Source: an optimization exercise on an open RTL-to-GDS flow (aim: small area, a short achievable clock period and few clock cycles per item). Production flows keep margins and buffers that such runs may drop.
No functional check of the RTL was part of any run shown here.

==> flow/design.v, too long to show whole: its modules and the start of the top module <==
// module gdd_date_unit: 103 lines
// module gdd_diff: 289 lines
// module gdd_fa: 4 lines
// module gdd_ha: 4 lines
// module gdd_pg: 4 lines
// module gdd_g: 3 lines
// module gregorian_date_difference_days: 370 lines
module gregorian_date_difference_days (
  input  logic        clk_i,
  input  logic        rst_ni,
  input  logic        s_axis_tvalid_i,
  output logic        s_axis_tready_o,
  input  logic [71:0] s_axis_tdata_i,
  output logic        m_axis_tvalid_o,
  input  logic        m_axis_tready_i,
  output logic [31:0] m_axis_tdata_o,
  output logic [0:0]  m_axis_tuser_o
);
  // ...
==> flow/flow/run.sh <==
#!/bin/bash
# The standard layout, with the port buffers made from the platform's
# smallest plain buffer instead of the delay buffer the flow picks.
set -euo pipefail
export BUFFER_PORTS_ARGS="-buffer_cell sky130_fd_sc_hd__buf_1"
bash standard.sh > standard.log 2>&1
==> flow/standard.sh <==
#!/bin/bash
# synth_recipe.tcl (not shown) runs the flow's synth.tcl, then flattens the netlist and writes it again
# the make line also repeats each setting of config.mk as NAME=value (left out here)
make -C /OpenROAD-flow-scripts/flow DESIGN_CONFIG=/design/flow/config.mk WORK_HOME=/design/flow/orfs CLKGATE_MAP_FILE= SYNTH_SCRIPT=/design/flow/synth_recipe.tcl "${@:-finish}"
==> flow/config.mk <==
export PLATFORM = sky130hd
export DESIGN_NAME = gregorian_date_difference_days
export DESIGN_NICKNAME = gregorian_date_difference_days
export VERILOG_FILES = /design/flow/design.v
export SDC_FILE = /design/flow/constraint.sdc
export NUM_CORES = 4
export LEC_CHECK = 0
export CAP_MARGIN = 20
export CORE_MARGIN = 2
export CORE_UTILIZATION = 70
export CTS_BUF_LIST = sky130_fd_sc_hd__clkbuf_4 sky130_fd_sc_hd__clkbuf_8
export SLEW_MARGIN = 20
export SYNTH_HIERARCHICAL = 1
export SYNTH_MINIMUM_KEEP_SIZE = 0
==> flow/constraint.sdc <==
create_clock -name core_clock -period 8.5 [get_ports {clk_i}]
set_input_delay 1.7000 -clock core_clock [delete_from_list [all_inputs] [get_ports {clk_i}]]
set_output_delay 1.7000 -clock core_clock [all_outputs]
set_load 0.01 [all_outputs]
==> flow_metrics.py, run 1 <==
metrics = {
    "outcome": {
        "status": "finished clean",
    },
    "hold_path": {
        "hold_start": "ok2",
        "holdPathEnd": "ok3",
    },
    "clocking": {
        "cts_setup_buffers": 0,
        "clkTransAtPathRegs_ns": 0.08,
    },
    "yosys": {
        "synth_warnings": 7,
        "synth_top_area_share_pct": 25.1,
        "synth_cell_type_count": 62,
    },
    "finish": {
        "clkbuf_count": 17,
        "buffer_area_share_pct": 2.52,
        "clock_cell_area_share_pct": 2.31,
        "seq_area_share_pct": 24.6,
        "post-route-util_pct": 74.7,
    },
    "sta": {
        "setup_tns_ns": 0,
    },
    "floorplan": {
        "dieArea_mm2": 0.0229,
    },
    "worst_setup_path": {
        "path_common_cell": "a21o_1",
        "critical-path-top-delay-family": "adder cells",
        "r2r_setup_slack_ns": 4.16,
        "worst-path-buf-inv": 0,
        "crit_start": "ey1[5]",
        "path_depth": 14,
        "path_cells": "fa_1 -> fa_1 -> ha_1 -> a21o_1 -> a21o_1 -> a21o_1 -> a21o_1 -> ha_1 -> ha_1 -> a21o_1 -> a21o_1 -> a21o_1 -> a21o_1 -> xnor2_1",
        "cp-start-kind": "register",
    },
    "place": {
        "finalWeightedCongestion": 0.874,
        "placed_area_mm2": 0.0154,
        "pre_cts_slack_ns": 3.97,
    },
    "drt": {
        "drt-initial-drc-count": 508,
        "vias": 10200,
        "drtAntennaViolNets": 0,
    },
    "global_route": {
        "grt_pass1_vias": 10200,
        "antenna_found_initial": 0,
    },
}
==> run 2, diff against run 1 <==
==> flow/flow/run.sh (replaced) <==
#!/bin/bash
# The standard layout, with the port buffers made from the platform's
# smallest plain buffer instead of the delay buffer the flow picks, and
# without half-adder cells (their logic is left to the gate mapper).
set -euo pipefail
export BUFFER_PORTS_ARGS="-buffer_cell sky130_fd_sc_hd__buf_1"
export DONT_USE_CELLS="sky130_fd_sc_hd__ha_1 sky130_fd_sc_hd__ha_2 sky130_fd_sc_hd__ha_4"
bash standard.sh > standard.log 2>&1
--- a/flow/config.mk
+++ b/flow/config.mk
@@ -9,3 +9,3 @@
 export CORE_MARGIN = 2
-export CORE_UTILIZATION = 70
+export CORE_UTILIZATION = 50
 export CTS_BUF_LIST = sky130_fd_sc_hd__clkbuf_4 sky130_fd_sc_hd__clkbuf_8
==> run 2 against run 1 <==
Still clean. Die area up 39%. Synthesized area unchanged. Hold slack worse by 0.013 ns. Cell area up 1.0%. Clock skew up 0.00072 ns. Utilization down 21 points. Sequential share of layout area down 0.25 points. Critical path type unchanged.
==> flow_metrics.py, run 2 <==
metrics = {
    "outcome": {
        "status": "finished clean",
    },
    "drt": {
        "vias": 9837,
        "routed_via_density": 5.10,
        "drcViolationCount": 0,
        "drtPass1Iterations": 5,
        "drtAntennaViolNets": 0,
        "wl_mm": 30.4,
        "wire_per_inst_um": 15.8,
        "drt-initial-drc-count": 375,
    },
    "sta": {
        "setup_tns_ns": 0,
        "period_share_pct": 50.8,
        "hold_viol_final": 0,
        "setup_viol": 0,
        "rsz0062_at_grt": "false",
        "period_needed_ns": 4.32,
        "tightest_slew_ns": 0.808,
        "finClkSkew_ns": 0.0165,
        "slew_headroom_pct": 46.1,
        "fin_worst_hold_slack_ns": 0.451,
        "fmax_mhz": 232,
        "drv_slew": 0,
    },
    "worst_setup_path": {
        "endpoint_kind": "register",
        "path_common_cell": "a21o_1",
        "crit_path_max_incr_delay_ns": 0.64,
        "path_cells": "fa_1 -> fa_1 -> fa_1 -> fa_1 -> ha_1 -> a21o_1 -> a21o_1 -> a21o_1 -> a21o_1 -> a21o_1 -> xor2_1",
        "timing.rr.end": "days3[19]",
        "crit_end": "days3[19]",
        "cpMaxStageDelayCell": "fa_1",
        "worstSetupPathType": "register to register",
        "worst-path-buf-inv": 0,
        "path_depth": 11,
        "crit_fanout": 6,
        "r2r_cells": 11,
        "crit_start": "dy2[6]",
        "critical-path-top-delay-family": "adder cells",
        "r2r_setup_slack_ns": 4.18,
        "r2r-start": "dy2[6]",
        "cp-start-kind": "register",
        "cp.required_ns": 8.69,
        "worstPathArrival_ns": 4.51,
    },
    "floorplan": {
        "die_h_um": 178,
        "rows": 63,
        "dieArea_mm2": 0.0318,
        "die_x_um": 178,
        "initial_core_util_pct": 50.9,
        "coreArea_mm2": 0.0298,
        "io_pins": 111,
    },
    "finish": {
        "layout-drive-gt1-share_pct": 4.29,
        "regMostFlops": "days3",
        "final_cell_mix": "280 x inv_1, 226 x ha_1, 186 x a21o_1",
        "fin_nets": 1948,
        "final_common_cell": "inv_1",
        "nFillCells": 2747,
        "diodes": 0,
        "area_delta_synth_final_pct": 5.28,
        "largest_reg_flops": 26,
    },
    "yosys": {
        "synth_common_cells": "280 x inv_1, 226 x ha_1, 186 x a21o_1",
        "synthArstFlopShare_pct": 2.31,
        "syn_area_per_cell_um2": 10.4,
        "synth_edf_count": 127,
        "synth.area.top_cells": "edfxtp_1 25%, ha_1 19%, fa_1 16%",
        "syn_area_mm2": 0.0152,
        "ys.flop_type": "edfxtp_1",
        "synth_most_common_cell": "inv_1",
        "synth-seq-cells": 130,
        "synth_top_area_cell": "edfxtp_1",
        "synth_cell_type_count": 62,
        "synth_cells": 1463,
        "synth_top_area_share_pct": 25.1,
        "synth_warnings": 7,
        "ys_seq_area_share_pct": 25.6,
    },
    "global_route": {
        "antenna_found_initial": 0,
        "grt_use_total_pct": 20.2,
        "grt_pass1_vias": 10100,
        "grt_pass1_wl_mm": 49.9,
        "grt_max_degree": 53,
        "grt_overflow": 0,
    },
    "clocking": {
        "cts_hold_buf": 0,
        "cts_tree": "yes",
        "htree_levels": 4,
        "cts-root-buf": "clkbuf_8",
        "cts_made_buffers": 17,
        "clkTransAtPathRegs_ns": 0.09,
        "cts.sinks": 130,
        "cts_resized": 0,
        "cts_buffer_depth": 2,
        "cts_setup_buffers": 0,
        "clk_latency_ns": 0.46,
    },
    "place": {
        "hpwl_mm": 25.7,
        "finalWeightedCongestion": 0.861,
        "portBuffers": 104,
    },
    "hold_path": {
        "hp-class": "register to register",
    },
    "run": {
        "cap_violations": 0,
    },
}
==> run 2: cell types whose count changed in the layout (fill, tap and decap cells not counted) <==
cell / delta
bufinv_16: +1
a2111oi_1: -1
clkinvlp_4: +1
a2111oi_2: +1
clkinv_1: +3
clkinv_2: -1
buf_4: +1
clkinv_4: -1
inv_6: -3
==> run 2: cell families after synthesis <==
| logic type | share of synthesized area (%) |
|---|---|
| XOR/XNOR | 5.43 |
| other | 0.0742 |
| AND/OR/NAND/NOR | 9.82 |
| flip-flops | 25.6 |
| multiplexers | 0.693 |
| buffers and inverters | 10.3 |
| AO/OA/AOI/OAI | 13.4 |
| adder cells (fa/ha/maj) | 34.7 |
==> run 2: how the worst min path moves through the flow <==
| stage | endpoint | start | slack (ns) | depth (start not counted) |
|---|---|---|---|---|
| after floorplan | ok3 | ok2 | 0.40 | 0 |
| after global placement | ok3 | ok2 | 0.43 | 0 |
| after detailed placement | ok3 | ok2 | 0.44 | 0 |
| after CTS | ok3 | ok2 | 0.45 | 0 |
| after global routing | ok3 | ok2 | 0.48 | 0 |
| final | ok3 | ok2 | 0.45 | 0 |
==> run 2: layout make-up <==
cell class                 instances  area [um2]  area share (%)
multi-input combinational        989        9770            61.1
tap                              390         488            3.05
inverter                         280        1050            6.58
clock inverter                    15         140           0.877
sequential                       130        3890            24.3
timing repair buffer             106         405            2.54
clock buffer                      17         234            1.46
==> run 2: through the flow <==
stage / cells / worst slack [ns] / instance area (um2) / util [%]
2_1_floorplan: 1470 / 1.90 / 15200 / -
3_3_place_gp: 1895 / 3.03 / 15600 / 52.3
3_5_place_dp: 1895 / 3.82 / 15600 / 52.4
4_1_cts: 1927 / 4.18 / 16000 / 53.6
5_1_grt: 1927 / 4.05 / 16000 / 53.6
6_report: 1927 / 4.18 / 16000 / 53.6
==> run 2: layer usage <==
| metal | global-route usage, % | up-vias | part of all wire [%] | wire length [um] |
|---|---|---|---|---|
| met4 | 4.91 | 0 | 1.5 | 450 |
| met1 | 26.6 | 4689 | 47 | 14200 |
| met2 | 34.9 | 162 | 49 | 14800 |
| met5 | 0 | - | 0 | 0 |
| met3 | 2.98 | 24 | 3.1 | 943 |
| li1 | - | 4962 | - | - |
==> run 2: Yosys stat by module, one instance, submodules excluded <==
module | cells inside | flip-flops and latches
gdd_date_unit | 112 | 0
gdd_diff | 141 | 0
gdd_fa | 1 | 0
gdd_g | 1 | 0
gdd_ha | 1 | 0
gdd_pg | 2 | 0
gregorian_date_difference_days | 565 | 130
==> run 3, diff against run 2 <==
==> flow/flow/run.sh (replaced) <==
#!/bin/bash
# The standard layout, with the port buffers made from the platform's
# smallest plain buffer instead of the delay buffer the flow picks, and
# without half-adder cells (their logic is left to the gate mapper); the
# platform's own don't-use cells stay excluded.
set -euo pipefail
export BUFFER_PORTS_ARGS="-buffer_cell sky130_fd_sc_hd__buf_1"
DU=" sky130_fd_sc_hd__probe_p_8 sky130_fd_sc_hd__probec_p_8 sky130_fd_sc_hd__lpflow_bleeder_1 sky130_fd_sc_hd__lpflow_clkbufkapwr_1 sky130_fd_sc_hd__lpflow_clkbufkapwr_16 sky130_fd_sc_hd__lpflow_clkbufkapwr_2 sky130_fd_sc_hd__lpflow_clkbufkapwr_4 sky130_fd_sc_hd__lpflow_clkbufkapwr_8 sky130_fd_sc_hd__lpflow_clkinvkapwr_1 sky130_fd_sc_hd__lpflow_clkinvkapwr_16 sky130_fd_sc_hd__lpflow_clkinvkapwr_2 sky130_fd_sc_hd__lpflow_clkinvkapwr_4 sky130_fd_sc_hd__lpflow_clkinvkapwr_8 sky130_fd_sc_hd__lpflow_decapkapwr_12 sky130_fd_sc_hd__lpflow_decapkapwr_3 sky130_fd_sc_hd__lpflow_decapkapwr_4 sky130_fd_sc_hd__lpflow_decapkapwr_6 sky130_fd_sc_hd__lpflow_decapkapwr_8 sky130_fd_sc_hd__lpflow_inputiso0n_1 sky130_fd_sc_hd__lpflow_inputiso0p_1 sky130_fd_sc_hd__lpflow_inputiso1n_1 sky130_fd_sc_hd__lpflow_inputiso1p_1 sky130_fd_sc_hd__lpflow_inputisolatch_1 sky130_fd_sc_hd__lpflow_isobufsrc_1 sky130_fd_sc_hd__lpflow_isobufsrc_16 sky130_fd_sc_hd__lpflow_isobufsrc_2 sky130_fd_sc_hd__lpflow_isobufsrc_4 sky130_fd_sc_hd__lpflow_isobufsrc_8 sky130_fd_sc_hd__lpflow_isobufsrckapwr_16 sky130_fd_sc_hd__lpflow_lsbuf_lh_hl_isowell_tap_1 sky130_fd_sc_hd__lpflow_lsbuf_lh_hl_isowell_tap_2 sky130_fd_sc_hd__lpflow_lsbuf_lh_hl_isowell_tap_4 sky130_fd_sc_hd__lpflow_lsbuf_lh_isowell_4 sky130_fd_sc_hd__lpflow_lsbuf_lh_isowell_tap_1 sky130_fd_sc_hd__lpflow_lsbuf_lh_isowell_tap_2 sky130_fd_sc_hd__lpflow_lsbuf_lh_isowell_tap_4 # # Define fill cells  sky130_fd_sc_hd__ha_1 sky130_fd_sc_hd__ha_2 sky130_fd_sc_hd__ha_4"
bash standard.sh "DONT_USE_CELLS=$DU" finish > standard.log 2>&1
==> run 3 against run 2 <==
Routed wire length down 1.9%. Die area down 1.6%. Clock-buffer cell count up 1. Hold slack worse by 0.025 ns. Final cell count up 1.0%. Non-clock buffer count unchanged. Critical path type unchanged. Critical endpoint is now ok2.
==> flow_metrics.py, run 3 <==
metrics = {
    "place": {
        "placed_area_mm2": 0.0153,
        "pre_cts_slack_ns": 4.21,
        "hpwl_mm": 25.0,
        "finalWeightedCongestion": 0.837,
        "portBuffers": 104,
    },
    "sta": {
        "rsz0062_at_grt": "false",
        "finClkSkew_ns": 0.0175,
        "period_share_pct": 49.5,
        "slew_headroom_pct": 41.5,
        "setup_slack_ns": 4.29,
        "drv_slew": 0,
        "setup_tns_ns": 0,
        "period_needed_ns": 4.21,
        "setup_viol": 0,
        "hold_viol_final": 0,
        "fmax_mhz": 238,
        "tightest_slew_ns": 0.856,
    },
    "worst_setup_path": {
        "cp-start-kind": "register",
        "cpMaxStageDelayCell": "fa_1",
        "worstPathArrival_ns": 4.39,
        "r2r_setup_slack_ns": 4.29,
        "worstSetupPathType": "register to register",
        "crit_path_max_incr_delay_ns": 0.55,
        "r2r_cells": 11,
        "path_cells": "fa_1 -> fa_1 -> xor2_1 -> and2_1 -> a21o_1 -> a21o_1 -> xor2_1 -> nand3_1 -> nor4_1 -> o31ai_1 -> and2_1",
        "crit_fanout": 6,
        "cp.required_ns": 8.68,
        "endpoint_kind": "register",
    },
    "global_route": {
        "grt_pass1_wl_mm": 49.6,
        "grt_max_degree": 56,
        "grt_overflow": 0,
        "antenna_found_initial": 1,
        "grt_pass1_vias": 10000,
        "grt_use_total_pct": 20.2,
    },
    "finish": {
        "fin_nets": 1742,
        "diodes": 0,
        "largest_reg_flops": 26,
        "regMostFlops": "days3",
        "final_cell_mix": "218 x xor2_1, 189 x a21o_1, 148 x inv_1",
        "final_common_cell": "xor2_1",
        "final_area_mm2": 0.0157,
        "post-route-util_pct": 53.1,
        "area_delta_synth_final_pct": 4.92,
        "layout-drive-gt1-share_pct": 13.3,
    },
    "drt": {
        "routed_via_density": 5.11,
        "drtPass1Iterations": 5,
        "wire_per_inst_um": 15.3,
        "drcViolationCount": 0,
        "wl_mm": 29.8,
        "vias": 9955,
        "drtAntennaViolNets": 0,
        "drt-initial-drc-count": 391,
    },
    "run": {
        "cap_violations": 0,
    },
    "outcome": {
        "status": "finished clean",
    },
    "hold_path": {
        "whs_path_depth": 0,
        "hp-class": "register to register",
    },
    "clocking": {
        "cts_made_buffers": 17,
        "cts_setup_buffers": 0,
        "cts.sinks": 130,
        "clk_latency_ns": 0.46,
        "htree_levels": 4,
        "cts-root-buf": "clkbuf_8",
        "cts_resized": 0,
        "cts_hold_buf": 0,
        "cts_tree": "yes",
        "cts_buffer_depth": 2,
        "clkTransAtPathRegs_ns": 0.08,
    },
    "yosys": {
        "synth_warnings": 7,
        "synth_cells": 1491,
        "syn_area_per_cell_um2": 10.0,
        "syn_area_mm2": 0.0149,
    },
    "floorplan": {
        "coreArea_mm2": 0.0295,
        "initial_core_util_pct": 50.6,
        "rows": 63,
        "io_pins": 111,
        "dieArea_mm2": 0.0312,
        "die_h_um": 177,
        "die_x_um": 177,
    },
}
## run 3: cell count changes in the layout (fill, tap and decap cells not counted), moves of 8 or more
cell,previous run,this run
or2_2,3,22
nand2b_1,3,16
ha_1,226,0
nor2b_1,6,14
xor2_1,70,218
a21oi_1,24,11
nor2_1,15,30
a31oi_1,0,8
xnor2_1,13,53
and2_2,0,122
inv_1,280,148
## run 3: final timing paths
check | startpoint | endpoint
min in group asynchronous | rst_ni | v3_q
max in group asynchronous | rst_ni | v1_q
min reg2reg | ok2 | ok3
min | ok2 | ok3
max reg2reg | sy1[5] | ok2
max | sy1[5] | ok2
## run 3: per-stage QoR
stage	instances	hold WS [ns]
floorplan	1498	0.400
global placement	1915	0.406
detailed placement	1915	0.410
CTS	1947	0.430
global route	1947	0.434
finish	1947	0.426
## run 3: worst max-delay path: cells and delay by family (launching register included)
kind	cells	cell delay (ns)
XOR/XNOR	2	0.79
AND/OR/NAND/NOR	4	1.01
adder cells (fa/ha/maj)	2	1.09
AO/OA/AOI/OAI	3	0.50
flip-flops	1	0.54
## run 3: layout make-up
type / instances / area, um2
clock buffer: 18 / 241
clock inverter: 14 / 108
fill: 2758 / 13800
inverter: 148 / 556
multi-input combinational: 1141 / 9970
sequential: 130 / 3890
tap: 390 / 488
timing repair buffer: 106 / 405
## run 3: metal layers
metal  GRT usage (%)  vias up  wire length (um)
met5               0        -                 0
met3            2.92       18              1070
li1                -     4982                 -
met1            27.2     4765             14000
met2            34.6      190             14400
met4            4.48        0               360

-- separate check: timing with driven ports --
The flow's constraints put no driver on any port. The routed layouts listed below were extracted and timed again, unchanged, in two steps.
Step 1: set_driving_cell puts a clkbuf_16 on clk_i and a buf_2 on each other input, an assumption about the parent block.
Step 2, shift: input delay + t, output delay - t, t = (earliest + latest rising clock arrival at the registers) / 2. This alone moves slack from input paths to output paths.
a / b / c = no drivers / after step 1 / after step 2; a / b = the first two.
run	t (ns)	setup WS [ns]	hold WS [ns]
run 1	0.487	4.162 / 4.147 / 3.947	0.464 / 0.464 / 0.464
run 2	0.496	4.183 / 4.183 / 3.857	0.451 / 0.451 / 0.451
run 3	0.497	4.291 / 4.291 / 4.172	0.426 / 0.426 / 0.426
After both steps setup and hold are still met in every run listed. The setup slack of run 2, which loses most, moves by 0.000 ns with the drivers and by -0.326 ns with both steps.
